From an optimization exercise on the open Yosys and OpenROAD flow, aimed at small area, a short achievable clock period and few clock cycles per item; shortcuts taken in it are not production practice. The RTL was checked by simulation tests, not by an equivalence proof against the original design.

==> flow/design.v <==
`timescale 1ns / 1ps
`timescale 1ns / 1ps
`timescale 1ns / 1ps
module rhc_step (
	input  logic [7:0] r,
	input  logic       b,
	input  logic [7:0] v,
	output logic [7:0] ro,
	output logic       q
);
	logic [8:0] a, nv, g, p;
	assign a  = {r, b};
	assign nv = ~{1'b0, v};
	assign g  = a & nv;
	assign p  = a ^ nv;
	logic [2:0] gg, gp;
	for (genvar k = 0; k < 3; k++) begin : grp
		assign gg[k] = g[3*k+2] | (p[3*k+2] & g[3*k+1]) | (p[3*k+2] & p[3*k+1] & g[3*k]);
		assign gp[k] = p[3*k+2] & p[3*k+1] & p[3*k];
	end
	logic [9:0] c;
	assign c[0] = 1'b1;
	assign c[3] = gg[0] | gp[0];
	assign c[6] = gg[1] | (gp[1] & c[3]);
	assign c[9] = gg[2] | (gp[2] & c[6]);
	for (genvar k = 0; k < 3; k++) begin : inner
		assign c[3*k+1] = g[3*k] | (p[3*k] & c[3*k]);
		assign c[3*k+2] = g[3*k+1] | (p[3*k+1] & g[3*k]) | (p[3*k+1] & p[3*k] & c[3*k]);
	end
	assign q  = c[9];
	assign ro = q ? (p[7:0] ^ c[7:0]) : a[7:0];
endmodule
module rhc_sub #(
	parameter int W = 8
) (
	input  logic [W-1:0] a,
	input  logic [W-1:0] b,
	output logic [W-1:0] diff,    
	output logic [W-1:0] diffm,   
	output logic         ge       
);
	localparam int L = (W > 8) ? 4 : (W > 4) ? 3 : (W > 2) ? 2 : 1;   
	logic [W-1:0] g, p;
	assign g = a & ~b;
	assign p = a ^ ~b;
	logic [W-1:0] gl [0:L];
	logic [W-1:0] pl [0:L];
	always_comb begin
		gl[0] = g;
		pl[0] = p;
		for (int l = 0; l < L; l++) begin
			for (int i = 0; i < W; i++) begin
				if ((i >> l) % 2 == 1) begin
					gl[l+1][i] = gl[l][i] | (pl[l][i] & gl[l][((i >> l) << l) - 1]);
					pl[l+1][i] = pl[l][i] & pl[l][((i >> l) << l) - 1];
				end else begin
					gl[l+1][i] = gl[l][i];
					pl[l+1][i] = pl[l][i];
				end
			end
		end
	end
	logic [W:0] c0, c1;
	assign c0 = {gl[L], 1'b0};
	assign c1 = {gl[L] | pl[L], 1'b1};
	assign diff  = p ^ c1[W-1:0];
	assign diffm = p ^ c0[W-1:0];
	assign ge    = c1[W];
endmodule
`timescale 1ns / 1ps
`timescale 1ns / 1ps
module rgb_hsv_color_gate (
	input  logic        clk,
	input  logic        arst_n,
	input  logic        pix_valid,
	output logic        pix_ready,
	input  logic [7:0]  pix_red,
	input  logic [7:0]  pix_green,
	input  logic [7:0]  pix_blue,
	input  logic        pix_last_of_cloud,
	output logic        hsv_valid,
	input  logic        hsv_ready,
	output logic [11:0] hsv_hue,
	output logic [11:0] hsv_saturation,
	output logic [7:0]  hsv_brightness,
	output logic        hsv_keep,
	output logic        hsv_last_out,
	input  logic        cfg_en,
	input  logic [1:0]  cfg_index,
	input  logic [7:0]  cfg_data
);
	logic [7:0] lim_hmin, lim_hmax, lim_smin, lim_smax;
	always_ff @(posedge clk or negedge arst_n) begin
		if (!arst_n) begin
			lim_hmin <= 8'd90;
			lim_hmax <= 8'd180;
			lim_smin <= 8'd40;
			lim_smax <= 8'd90;
		end else if (cfg_en) begin
			case (cfg_index)
				2'd0: lim_hmin <= cfg_data;
				2'd1: lim_hmax <= cfg_data;
				2'd2: lim_smin <= cfg_data;
				default: lim_smax <= cfg_data;
			endcase
		end
	end
	logic adv;   
	logic [6:0] vld;   
	assign adv = hsv_ready || !vld[6];
	logic [7:0] in_r, in_g, in_b;
	logic       in_last, in_valid;
	assign pix_ready = adv;
	assign in_valid  = pix_valid;
	assign {in_last, in_r, in_g, in_b} = {pix_last_of_cloud, pix_red, pix_green, pix_blue};
	logic rg_s0_p1, rb_s0_p1, gb_s0_p1;   
	rhc_sub #(.W(8)) u_rg_s0_p1 (.a(in_r), .b(in_g), .diff(), .diffm(), .ge(rg_s0_p1));
	rhc_sub #(.W(8)) u_rb_s0_p1 (.a(in_r), .b(in_b), .diff(), .diffm(), .ge(rb_s0_p1));
	rhc_sub #(.W(8)) u_gb_s0_p1 (.a(in_g), .b(in_b), .diff(), .diffm(), .ge(gb_s0_p1));
	logic [7:0] v_s0_p1, md_s0_p1, mn_s0_p1, xa_s0_p1, xb_s0_p1, d_s0_p1, x_s0_p1, rs_s0_p1;
	logic [2:0] k_s0_p1;
	always_comb begin
		if (rg_s0_p1 && rb_s0_p1) begin
			v_s0_p1 = in_r;
			if (gb_s0_p1) begin k_s0_p1 = 3'd0; md_s0_p1 = in_g; mn_s0_p1 = in_b; end
			else begin k_s0_p1 = 3'd5; md_s0_p1 = in_b; mn_s0_p1 = in_g; end
		end else if (gb_s0_p1) begin
			v_s0_p1 = in_g;
			if (!rb_s0_p1) begin k_s0_p1 = 3'd2; md_s0_p1 = in_b; mn_s0_p1 = in_r; end
			else begin k_s0_p1 = 3'd1; md_s0_p1 = in_r; mn_s0_p1 = in_b; end
		end else begin
			v_s0_p1 = in_b;
			if (rg_s0_p1) begin k_s0_p1 = 3'd4; md_s0_p1 = in_r; mn_s0_p1 = in_g; end
			else begin k_s0_p1 = 3'd3; md_s0_p1 = in_g; mn_s0_p1 = in_r; end
		end
	end
	assign xa_s0_p1 = k_s0_p1[0] ? v_s0_p1 : md_s0_p1;
	assign xb_s0_p1 = k_s0_p1[0] ? md_s0_p1 : mn_s0_p1;
	rhc_sub #(.W(8)) u_x_s0_p1 (.a(xa_s0_p1), .b(xb_s0_p1), .diff(x_s0_p1), .diffm(), .ge());
	rhc_sub #(.W(8)) u_d_s0_p1 (.a(v_s0_p1), .b(mn_s0_p1), .diff(d_s0_p1), .diffm(rs_s0_p1), .ge());
	logic [0:0] dz_s0_p1;
	assign dz_s0_p1 = (in_r == in_g) && (in_g == in_b);
	logic [7:0] d_q1;
	logic [0:0] dz_q1;
	logic [2:0] k_q1;
	logic [0:0] last_q1;
	logic [7:0] rs_q1;
	logic [7:0] v_q1;
	logic [7:0] x_q1;
	logic [7:0] rsn_s1_s1;
	logic qsr_s1_s1;
	rhc_step u_ss_s1_s1 (.r(rs_q1), .b((d_q1[7] ^ (|d_q1[6:0]))), .v(v_q1), .ro(rsn_s1_s1), .q(qsr_s1_s1));
	logic [7:0] rs_s1_s1;
	assign rs_s1_s1 = rsn_s1_s1;
	logic [0:0] qs_s1_s1;
	assign qs_s1_s1 = (qsr_s1_s1 && !dz_q1);
	logic [7:0] rh_s1_s1;
	assign rh_s1_s1 = x_q1 - {4'd0, x_q1[7:4]} - {7'd0, (x_q1[3:0] != 4'd0)};
	logic [3:0] yb_s1_s1;
	assign yb_s1_s1 = 4'd0 - x_q1[3:0];
	logic [7:0] rsn_s1_s2;
	logic qsr_s1_s2;
	rhc_step u_ss_s1_s2 (.r(rs_s1_s1), .b((d_q1[6] ^ (|d_q1[5:0]))), .v(v_q1), .ro(rsn_s1_s2), .q(qsr_s1_s2));
	logic [7:0] rs_s1_s2;
	assign rs_s1_s2 = rsn_s1_s2;
	logic [1:0] qs_s1_s2;
	assign qs_s1_s2 = {qs_s1_s1, (qsr_s1_s2 && !dz_q1)};
	logic [7:0] rhn_s1_s2;
	logic qhr_s1_s2;
	rhc_step u_hs_s1_s2 (.r(rh_s1_s1), .b(yb_s1_s1[3]), .v(d_q1), .ro(rhn_s1_s2), .q(qhr_s1_s2));
	logic [7:0] rh_s1_s2;
	assign rh_s1_s2 = rhn_s1_s2;
	logic [0:0] qh_s1_s2;
	assign qh_s1_s2 = (qhr_s1_s2 && !dz_q1);
	logic [7:0] d_q2;
	logic [0:0] dz_q2;
	logic [2:0] k_q2;
	logic [0:0] last_q2;
	logic [0:0] qh_q2;
	logic [1:0] qs_q2;
	logic [7:0] rh_q2;
	logic [7:0] rs_q2;
	logic [7:0] v_q2;
	logic [3:0] yb_q2;
	logic [7:0] rsn_s2_s3;
	logic qsr_s2_s3;
	rhc_step u_ss_s2_s3 (.r(rs_q2), .b((d_q2[5] ^ (|d_q2[4:0]))), .v(v_q2), .ro(rsn_s2_s3), .q(qsr_s2_s3));
	logic [7:0] rs_s2_s3;
	assign rs_s2_s3 = rsn_s2_s3;
	logic [2:0] qs_s2_s3;
	assign qs_s2_s3 = {qs_q2, (qsr_s2_s3 && !dz_q2)};
	logic [7:0] rhn_s2_s3;
	logic qhr_s2_s3;
	rhc_step u_hs_s2_s3 (.r(rh_q2), .b(yb_q2[2]), .v(d_q2), .ro(rhn_s2_s3), .q(qhr_s2_s3));
	logic [7:0] rh_s2_s3;
	assign rh_s2_s3 = rhn_s2_s3;
	logic [1:0] qh_s2_s3;
	assign qh_s2_s3 = {qh_q2, (qhr_s2_s3 && !dz_q2)};
	logic [7:0] rsn_s2_s4;
	logic qsr_s2_s4;
	rhc_step u_ss_s2_s4 (.r(rs_s2_s3), .b((d_q2[4] ^ (|d_q2[3:0]))), .v(v_q2), .ro(rsn_s2_s4), .q(qsr_s2_s4));
	logic [7:0] rs_s2_s4;
	assign rs_s2_s4 = rsn_s2_s4;
	logic [3:0] qs_s2_s4;
	assign qs_s2_s4 = {qs_s2_s3, (qsr_s2_s4 && !dz_q2)};
	logic [7:0] rhn_s2_s4;
	logic qhr_s2_s4;
	rhc_step u_hs_s2_s4 (.r(rh_s2_s3), .b(yb_q2[1]), .v(d_q2), .ro(rhn_s2_s4), .q(qhr_s2_s4));
	logic [7:0] rh_s2_s4;
	assign rh_s2_s4 = rhn_s2_s4;
	logic [2:0] qh_s2_s4;
	assign qh_s2_s4 = {qh_s2_s3, (qhr_s2_s4 && !dz_q2)};
	logic [7:0] d_q3;
	logic [0:0] dz_q3;
	logic [2:0] k_q3;
	logic [0:0] last_q3;
	logic [2:0] qh_q3;
	logic [3:0] qs_q3;
	logic [7:0] rh_q3;
	logic [7:0] rs_q3;
	logic [7:0] v_q3;
	logic [3:0] yb_q3;
	logic [7:0] rsn_s3_s5;
	logic qsr_s3_s5;
	rhc_step u_ss_s3_s5 (.r(rs_q3), .b((d_q3[3] ^ (|d_q3[2:0]))), .v(v_q3), .ro(rsn_s3_s5), .q(qsr_s3_s5));
	logic [7:0] rs_s3_s5;
	assign rs_s3_s5 = rsn_s3_s5;
	logic [4:0] qs_s3_s5;
	assign qs_s3_s5 = {qs_q3, (qsr_s3_s5 && !dz_q3)};
	logic [7:0] rhn_s3_s5;
	logic qhr_s3_s5;
	rhc_step u_hs_s3_s5 (.r(rh_q3), .b(yb_q3[0]), .v(d_q3), .ro(rhn_s3_s5), .q(qhr_s3_s5));
	logic [7:0] rh_s3_s5;
	assign rh_s3_s5 = rhn_s3_s5;
	logic [3:0] qh_s3_s5;
	assign qh_s3_s5 = {qh_q3, (qhr_s3_s5 && !dz_q3)};
	logic [7:0] rsn_s3_s6;
	logic qsr_s3_s6;
	rhc_step u_ss_s3_s6 (.r(rs_s3_s5), .b((d_q3[2] ^ (|d_q3[1:0]))), .v(v_q3), .ro(rsn_s3_s6), .q(qsr_s3_s6));
	logic [7:0] rs_s3_s6;
	assign rs_s3_s6 = rsn_s3_s6;
	logic [5:0] qs_s3_s6;
	assign qs_s3_s6 = {qs_s3_s5, (qsr_s3_s6 && !dz_q3)};
	logic [7:0] rhn_s3_s6;
	logic qhr_s3_s6;
	rhc_step u_hs_s3_s6 (.r(rh_s3_s5), .b(1'b0), .v(d_q3), .ro(rhn_s3_s6), .q(qhr_s3_s6));
	logic [7:0] rh_s3_s6;
	assign rh_s3_s6 = rhn_s3_s6;
	logic [4:0] qh_s3_s6;
	assign qh_s3_s6 = {qh_s3_s5, (qhr_s3_s6 && !dz_q3)};
	logic [7:0] d_q4;
	logic [0:0] dz_q4;
	logic [2:0] k_q4;
	logic [0:0] last_q4;
	logic [4:0] qh_q4;
	logic [5:0] qs_q4;
	logic [7:0] rh_q4;
	logic [7:0] rs_q4;
	logic [7:0] v_q4;
	logic [7:0] rsn_s4_s7;
	logic qsr_s4_s7;
	rhc_step u_ss_s4_s7 (.r(rs_q4), .b((d_q4[1] ^ (|d_q4[0:0]))), .v(v_q4), .ro(rsn_s4_s7), .q(qsr_s4_s7));
	logic [7:0] rs_s4_s7;
	assign rs_s4_s7 = rsn_s4_s7;
	logic [6:0] qs_s4_s7;
	assign qs_s4_s7 = {qs_q4, (qsr_s4_s7 && !dz_q4)};
	logic [7:0] rhn_s4_s7;
	logic qhr_s4_s7;
	rhc_step u_hs_s4_s7 (.r(rh_q4), .b(1'b0), .v(d_q4), .ro(rhn_s4_s7), .q(qhr_s4_s7));
	logic [7:0] rh_s4_s7;
	assign rh_s4_s7 = rhn_s4_s7;
	logic [5:0] qh_s4_s7;
	assign qh_s4_s7 = {qh_q4, (qhr_s4_s7 && !dz_q4)};
	logic [7:0] rsn_s4_s8;
	logic qsr_s4_s8;
	rhc_step u_ss_s4_s8 (.r(rs_s4_s7), .b(d_q4[0]), .v(v_q4), .ro(rsn_s4_s8), .q(qsr_s4_s8));
	logic [7:0] rs_s4_s8;
	assign rs_s4_s8 = rsn_s4_s8;
	logic [7:0] qs_s4_s8;
	assign qs_s4_s8 = {qs_s4_s7, (qsr_s4_s8 && !dz_q4)};
	logic [7:0] rhn_s4_s8;
	logic qhr_s4_s8;
	rhc_step u_hs_s4_s8 (.r(rh_s4_s7), .b(1'b0), .v(d_q4), .ro(rhn_s4_s8), .q(qhr_s4_s8));
	logic [7:0] rh_s4_s8;
	assign rh_s4_s8 = rhn_s4_s8;
	logic [6:0] qh_s4_s8;
	assign qh_s4_s8 = {qh_s4_s7, (qhr_s4_s8 && !dz_q4)};
	logic [7:0] d_q5;
	logic [0:0] dz_q5;
	logic [2:0] k_q5;
	logic [0:0] last_q5;
	logic [6:0] qh_q5;
	logic [7:0] qs_q5;
	logic [7:0] rh_q5;
	logic [7:0] rs_q5;
	logic [7:0] v_q5;
	logic [7:0] rsn_s5_s9;
	logic qsr_s5_s9;
	rhc_step u_ss_s5_s9 (.r(rs_q5), .b(1'b0), .v(v_q5), .ro(rsn_s5_s9), .q(qsr_s5_s9));
	logic [7:0] rs_s5_s9;
	assign rs_s5_s9 = rsn_s5_s9;
	logic [8:0] qs_s5_s9;
	assign qs_s5_s9 = {qs_q5, (qsr_s5_s9 && !dz_q5)};
	logic sge_c_s5_s9, smx_c_s5_s9;
	rhc_sub #(.W(8)) u_sge_s5_s9 (.a(qs_s5_s9[8:1]), .b(lim_smin), .diff(), .diffm(), .ge(sge_c_s5_s9));
	rhc_sub #(.W(8)) u_smx_s5_s9 (.a(qs_s5_s9[8:1]), .b(lim_smax), .diff(), .diffm(), .ge(smx_c_s5_s9));
	logic [0:0] sge_s5_s9;
	assign sge_s5_s9 = sge_c_s5_s9;
	logic [0:0] slt_s5_s9;
	assign slt_s5_s9 = !smx_c_s5_s9;
	logic [0:0] seq_s5_s9;
	assign seq_s5_s9 = (qs_s5_s9[8:1] == lim_smax);
	logic [7:0] rhn_s5_s9;
	logic qhr_s5_s9;
	rhc_step u_hs_s5_s9 (.r(rh_q5), .b(1'b0), .v(d_q5), .ro(rhn_s5_s9), .q(qhr_s5_s9));
	logic [7:0] rh_s5_s9;
	assign rh_s5_s9 = rhn_s5_s9;
	logic [7:0] qh_s5_s9;
	assign qh_s5_s9 = {qh_q5, (qhr_s5_s9 && !dz_q5)};
	logic [7:0] rsn_s5_s10;
	logic qsr_s5_s10;
	rhc_step u_ss_s5_s10 (.r(rs_s5_s9), .b(1'b0), .v(v_q5), .ro(rsn_s5_s10), .q(qsr_s5_s10));
	logic [7:0] rs_s5_s10;
	assign rs_s5_s10 = rsn_s5_s10;
	logic [9:0] qs_s5_s10;
	assign qs_s5_s10 = {qs_s5_s9, (qsr_s5_s10 && !dz_q5)};
	logic [7:0] rhn_s5_s10;
	logic qhr_s5_s10;
	rhc_step u_hs_s5_s10 (.r(rh_s5_s9), .b(1'b0), .v(d_q5), .ro(rhn_s5_s10), .q(qhr_s5_s10));
	logic [8:0] qh_s5_s10;
	assign qh_s5_s10 = {qh_s5_s9, (qhr_s5_s10 && !dz_q5)};
	logic [0:0] dz_q6;
	logic [2:0] k_q6;
	logic [0:0] last_q6;
	logic [8:0] qh_q6;
	logic [9:0] qs_q6;
	logic [7:0] rs_q6;
	logic [0:0] seq_q6;
	logic [0:0] sge_q6;
	logic [0:0] slt_q6;
	logic [7:0] v_q6;
	logic [7:0] rsn_s6_s11;
	logic qsr_s6_s11;
	rhc_step u_ss_s6_s11 (.r(rs_q6), .b(1'b0), .v(v_q6), .ro(rsn_s6_s11), .q(qsr_s6_s11));
	logic [7:0] rs_s6_s11;
	assign rs_s6_s11 = rsn_s6_s11;
	logic [10:0] qs_s6_s11;
	assign qs_s6_s11 = {qs_q6, (qsr_s6_s11 && !dz_q6)};
	logic [11:0] hue_s6_s11;
	assign hue_s6_s11 = {7'(qh_q6[8:5] + 7'(k_q6) * 7'd15), qh_q6[4:0]};
	logic hge_c_s6_s11, hmx_c_s6_s11;
	rhc_sub #(.W(8)) u_hge_s6_s11 (.a(hue_s6_s11[11:4]), .b(lim_hmin), .diff(), .diffm(), .ge(hge_c_s6_s11));
	rhc_sub #(.W(8)) u_hmx_s6_s11 (.a(hue_s6_s11[11:4]), .b(lim_hmax), .diff(), .diffm(), .ge(hmx_c_s6_s11));
	logic [0:0] hok_s6_s11;
	assign hok_s6_s11 = hge_c_s6_s11 && (!hmx_c_s6_s11 || (hue_s6_s11[11:4] == lim_hmax && hue_s6_s11[3:0] == 4'd0));
	logic [7:0] rsn_s6_s12;
	logic qsr_s6_s12;
	rhc_step u_ss_s6_s12 (.r(rs_s6_s11), .b(1'b0), .v(v_q6), .ro(rsn_s6_s12), .q(qsr_s6_s12));
	logic [11:0] qs_s6_s12;
	assign qs_s6_s12 = {qs_s6_s11, (qsr_s6_s12 && !dz_q6)};
	logic [0:0] keep_s6_s12;
	assign keep_s6_s12 = hok_s6_s11 && sge_q6 && (slt_q6 || (seq_q6 && qs_s6_s12[3:0] == 4'd0));
	logic [11:0] hue_out;
	logic [11:0] qs_out;
	logic [7:0] v_out;
	logic [0:0] keep_out;
	logic [0:0] last_out;
	always_ff @(posedge clk or negedge arst_n) begin
		if (!arst_n) vld <= '0;
		else if (adv) vld <= {vld[5:0], in_valid};
	end
	always_ff @(posedge clk) begin
		if (adv) begin
			d_q1 <= d_s0_p1;
			dz_q1 <= dz_s0_p1;
			k_q1 <= k_s0_p1;
			last_q1 <= in_last;
			rs_q1 <= rs_s0_p1;
			v_q1 <= v_s0_p1;
			x_q1 <= x_s0_p1;
			d_q2 <= d_q1;
			dz_q2 <= dz_q1;
			k_q2 <= k_q1;
			last_q2 <= last_q1;
			qh_q2 <= qh_s1_s2;
			qs_q2 <= qs_s1_s2;
			rh_q2 <= rh_s1_s2;
			rs_q2 <= rs_s1_s2;
			v_q2 <= v_q1;
			yb_q2 <= yb_s1_s1;
			d_q3 <= d_q2;
			dz_q3 <= dz_q2;
			k_q3 <= k_q2;
			last_q3 <= last_q2;
			qh_q3 <= qh_s2_s4;
			qs_q3 <= qs_s2_s4;
			rh_q3 <= rh_s2_s4;
			rs_q3 <= rs_s2_s4;
			v_q3 <= v_q2;
			yb_q3 <= yb_q2;
			d_q4 <= d_q3;
			dz_q4 <= dz_q3;
			k_q4 <= k_q3;
			last_q4 <= last_q3;
			qh_q4 <= qh_s3_s6;
			qs_q4 <= qs_s3_s6;
			rh_q4 <= rh_s3_s6;
			rs_q4 <= rs_s3_s6;
			v_q4 <= v_q3;
			d_q5 <= d_q4;
			dz_q5 <= dz_q4;
			k_q5 <= k_q4;
			last_q5 <= last_q4;
			qh_q5 <= qh_s4_s8;
			qs_q5 <= qs_s4_s8;
			rh_q5 <= rh_s4_s8;
			rs_q5 <= rs_s4_s8;
			v_q5 <= v_q4;
			dz_q6 <= dz_q5;
			k_q6 <= k_q5;
			last_q6 <= last_q5;
			qh_q6 <= qh_s5_s10;
			qs_q6 <= qs_s5_s10;
			rs_q6 <= rs_s5_s10;
			seq_q6 <= seq_s5_s9;
			sge_q6 <= sge_s5_s9;
			slt_q6 <= slt_s5_s9;
			v_q6 <= v_q5;
			hue_out <= hue_s6_s11;
			qs_out <= qs_s6_s12;
			v_out <= v_q6;
			keep_out <= keep_s6_s12;
			last_out <= last_q6;
		end
	end
	assign hsv_valid      = vld[6];
	assign hsv_hue        = hue_out;
	assign hsv_saturation = qs_out;
	assign hsv_brightness = v_out;
	assign hsv_keep       = keep_out;
	assign hsv_last_out   = last_out;
endmodule
==> flow/flow/run.sh <==
#!/bin/bash
# The standard layout (standard.sh), except that synthesis leaves adders and
# comparators to ABC instead of mapping them onto the library's full/half adder
# cells (ADDER_MAP_FILE empty skips ORFS's extract_fa/techmap adder step).
# Each step's full output goes to its own log in this folder.
set -euo pipefail
export ADDER_MAP_FILE=
# ports get a plain buf_2 instead of the delay buffer buffer_ports picks by default
export BUFFER_PORTS_ARGS="-buffer_cell sky130_fd_sc_hd__buf_2"
bash standard.sh synth > synth.log 2>&1
bash standard.sh floorplan > floorplan.log 2>&1
bash standard.sh place > place.log 2>&1
bash standard.sh cts > cts.log 2>&1
bash standard.sh route > route.log 2>&1
bash standard.sh finish > finish.log 2>&1
==> flow/standard.sh <==
#!/bin/bash
# synth_recipe.tcl (not shown) runs the flow's synth.tcl, then flattens the netlist and writes it again
# the make line also repeats each setting of config.mk as NAME=value (left out here)
make -C /OpenROAD-flow-scripts/flow DESIGN_CONFIG=/design/flow/config.mk WORK_HOME=/design/flow/orfs CLKGATE_MAP_FILE= SYNTH_SCRIPT=/design/flow/synth_recipe.tcl "${@:-finish}"
==> flow/config.mk <==
export PLATFORM = sky130hd
export DESIGN_NAME = rgb_hsv_color_gate
export DESIGN_NICKNAME = rgb_hsv_color_gate
export VERILOG_FILES = /design/flow/design.v
export SDC_FILE = /design/flow/constraint.sdc
export NUM_CORES = 4
export LEC_CHECK = 0
export ABC_AREA = 1
export CAP_MARGIN = 20
export CORE_MARGIN = 2
export CORE_UTILIZATION = 40
export CTS_BUF_LIST = sky130_fd_sc_hd__clkbuf_4 sky130_fd_sc_hd__clkbuf_8
export PLACE_DENSITY = 0.6
export SETUP_SLACK_MARGIN = 2.2
export SLEW_MARGIN = 20
==> flow/constraint.sdc <==
create_clock -name core_clock -period 5.5 [get_ports {clk}]
set_input_delay 1.1000 -clock core_clock [delete_from_list [all_inputs] [get_ports {clk}]]
set_output_delay 1.1000 -clock core_clock [all_outputs]
set_load 0.01 [all_outputs]
==> qor.tcl <==
set qor(area_delta_synth_final_pct) 14.4
set qor(final-hold-violation-count) 0
set qor(netlist_top_cells_area) {edfxtp_1 41%, nand2_1 18%, inv_1 6.6%, nand3_1 5.3%, nor2_1 4.3%}
set qor(path_max_fanout) 7
set qor(synth.yosys.warnings) 4
set qor(startpoint_type) {primary input}
set qor(grt_first_pass_wirelength_mm) 80.2
set qor(cp-endpoint) {d_q1[7]}
set qor(clock_sinks) 341
set qor(ant_nets) 0
set qor(num_rows) 86
set qor(maximum_number_of_pins_on_one_net_before_global_route_repair) 174
set qor(achievable-frequency_mhz) 321
set qor(cts.path.max_buffers) 3
set qor(layout.filler_cells) 5440
set qor(skew_ns) 0.0397
set qor(drc) 0
set qor(finalSetupTns_ns) 0
set qor(groute.usage.overall) 0.166
set qor(yosys.cell_types.count) 58
set qor(postSynthCellCount) 2994
set qor(numPlacedInstances) 3793
set qor(design.portCount) 76
set qor(fin_nets) 3199
set qor(place_hpwl_mm) 36.8
set qor(post_drt_wl_per_cell_um) 12.3
set qor(ff_latch_area_um2) 10100
set qor(clock_root_buffer_master) {clkbuf_8}
set qor(postSynth.topFlopCell) {edfxtp_1}
set qor(numCtsBuffers) 58
set qor(drt_iter0_markers) 919
set qor(floorplan.core_area_um2) 55200
set qor(setup_viol) 0
set qor(initial_utilization) 0.405
set qor(min_path_cells) 0
set qor(globalRouteOverflowTotal) 0
set qor(critical_path.startpoint) {pix_green[6]}
set qor(drt-vias-per-instance) 4.81
set qor(hold_buffers) 0
set qor(r2r-end) {rh_q3[1]}
set qor(seq_area_frac_synth) 0.450
set qor(crit_arrival_ns) 3.51
set qor(endpoint_required_time_on_the_critical_path_ns) 5.90
set qor(firstDrtPassIters) 5
set qor(max_slew.worst_pin.slew_ns) 0.913
set qor(layout-drive-gt1-share) 0.148
set qor(layout.cells.most_common_list) {1051 x nand2_1, 384 x inv_1, 302 x edfxtp_1}
set qor(postSynth.asyncResetShare) 0.114
set qor(final-max-slew-violation-count) 0
set qor(share_of_the_synthesized_area_in_the_top_cell_type) 0.405
set qor(htree_num_levels) 2
set qor(drt-total-wl_mm) 48.8
set qor(endpoint_kind_of_the_worst_setup_timing_path) {flop}
set qor(syn_area_per_cell_um2) 7.47
set qor(die_h_um) 241
set qor(postSynthNetCount) 3034
set qor(port_buffers) 75
set qor(post_layout_nonfiller_instances) 3954
set qor(launch_instance_of_the_worst_register_to_register_path) {d_q2[4]}
set qor(drv_cap) 0
set qor(yosys_register_bits) 341
set qor(clk-insertion-delay-late_ns) 0.66
set qor(path_clk_slew_ns) 0.06
set qor(setup.worst_path.class) {primary input to flop}
set qor(syn_area_um2) 22400
set qor(worstHoldPathType) {flop to flop}
set qor(run_status) {timing/DRC/antenna clean}
set qor(r2r_cells) 17
set qor(most_common_cell_after_layout_fill_and_taps_aside) {nand2_1}
set qor(vias_after_detailed_routing) 19000
set qor(rsz0062_at_grt) {true}
set qor(grt_pass1_vias) 17600
set qor(normalized_max_slew_margin) 0.388
set qor(multi_input_comb_area_um2) 11000
set qor(synth_edf_count) 302
set qor(design.die.area_um2) 57800
set qor(regToRegSetupSlack_ns) 2.43
set qor(period_share) 0.566
set qor(clock_tree_from_tritoncts) {done}
set qor(synth_largest_area_cell) {edfxtp_1}
set qor(chipWidth_um) 241
set qor(finalWeightedCongestion) 0.864
set qor(initial_antenna_violation_count) 1
set qor(finalWorstPathRequiredPeriod_ns) 3.11
==> timing repair <==
item	CTS	global route
pin swaps	4	21
endpoints found under the setup margin	20	86
cloned	2	5
setup buffers	9	38
resized for setup	9	92
==> kinds of logic (layout without fill, tap and decap cells) <==
kind of cell | after synthesis | in the layout | share of synthesized area
buffers and inverters | 452 | 656 | 0.0806
AND/OR/NAND/NOR | 1743 | 1749 | 0.334
AO/OA/AOI/OAI | 328 | 329 | 0.0842
adder cells (fa/ha/maj) | 1 | 1 | 0.000447
flip-flops | 341 | 341 | 0.450
XOR/XNOR | 128 | 128 | 0.0501
other | 0 | 1 | 0
multiplexers | 1 | 1 | 0.000503
==> how the worst min path moves through the flow <==
stage,startpoint,end,slack (ns)
after detailed placement,k_q1[2],k_q2[2],0.40
after global placement,qh_q4[4],qh_q5[6],0.40
after global routing,last_q6,last_out,0.41
after floorplan,k_q1[0],k_q2[0],0.40
final,qh_q5[6],qh_q6[8],0.41
after CTS,qh_q5[6],qh_q6[8],0.40
==> cell usage after synthesis (8+ instances only) <==
library cell     n
nand2_1       1068
buf_6            9
dfrtp_1         25
nand2_2         40
xor2_1          83
buf_4            8
nor2_2          13
dfstp_2         14
nand4_1         27
inv_2           29
o21ai_0        139
inv_1          392
nand3_1        239
edfxtp_1       302
a21oi_2          8
or2_2           25
nor3_1          15
a21oi_1         77
nor2_1         254
o211ai_1        10
o21ai_1         30
xnor2_1         45
o21ai_2         16
nand3b_1        17
o22ai_1          9
nand3_2         15
==> layer usage <==
metal,vias to the layer above,part of all wire,GRT usage
met5,-,0,0
met4,0,0.031,0.0561
met3,103,0.033,0.0239
met2,274,0.51,0.314
met1,8603,0.42,0.191
li1,10000,-,-
==> sequential cells by signal (all words and copies together) (netlist names), 9 cells and up <==
| register | cells |
|---|---|
| qh_q6 | 9 |
| hue_out | 12 |
| qs_out | 12 |
| qs_q6 | 10 |
==> through the flow <==
| step | cell area [µm²] | hold slack, ns | setup WS [ns] | utilization |
|---|---|---|---|---|
| after floorplan | 22400 | 0.400 | 2.25 | - |
| after global placement | 23500 | 0.403 | 1.13 | 0.426 |
| after detailed placement | 23500 | 0.405 | 1.11 | 0.426 |
| after CTS | 24900 | 0.404 | 2.23 | 0.451 |
| after global routing | 25600 | 0.408 | 2.18 | 0.464 |
| final | 25600 | 0.411 | 2.39 | 0.464 |
==> final cells by class <==
| class | count | share of cell area |
|---|---|---|
| antenna | 1 | 0.0000977 |
| tap | 748 | 0.0366 |
| clock buffer | 82 | 0.0397 |
| multi-input combinational | 2208 | 0.428 |
| inverter | 422 | 0.0627 |
| sequential | 341 | 0.393 |
| clock inverter | 24 | 0.00836 |
| timing repair buffer | 128 | 0.0316 |
==> worst max-delay path, stage by stage <==
cell and delay, ns:
buf_2 0.13, inv_1 0.08, nand2_1 0.06, nand2_1 0.11, nor2_4 0.12, nand2_2 0.11
inv_2 0.09, nand2_2 0.09, nand3_4 0.15, inv_8 0.07, nor2_8 0.14, buf_4 0.14
buf_4 0.13, nand2_1 0.07, nand2_2 0.14, nand2_1 0.09, inv_1 0.07, nor2_2 0.05
nand2_1 0.05, nand2_1 0.08, a21oi_1 0.13, nand2_1 0.08, o21ai_1 0.17, inv_1 0.05
Testbench counts, summed over its fixed seeds: cycles 12,056, items 12,000.

what the ideal ports hide:
How much do the figures lean on ideal ports? The routed layout below was timed once more, with nothing changed but the port constraints.
Step 1: set_driving_cell puts a clkbuf_16 on clk and a buf_2 on each other input, an assumption about the parent block.
Step 2 times the ports against the registers' clock, not the clock port: input delays grow and output delays shrink by t, the midpoint of the rising clock arrivals with the driver on.
a / b / c = ideal ports / drivers / drivers and shift; a / b = the first two.
t (ns): 0.700
setup WS [ns]: 2.390 / 2.428 / 1.728
hold WS [ns]: 0.411 / 0.411 / 0.411
After both steps this run still meets setup and hold. The setup slack of this run moves by +0.038 ns with the drivers and by -0.662 ns with both steps.
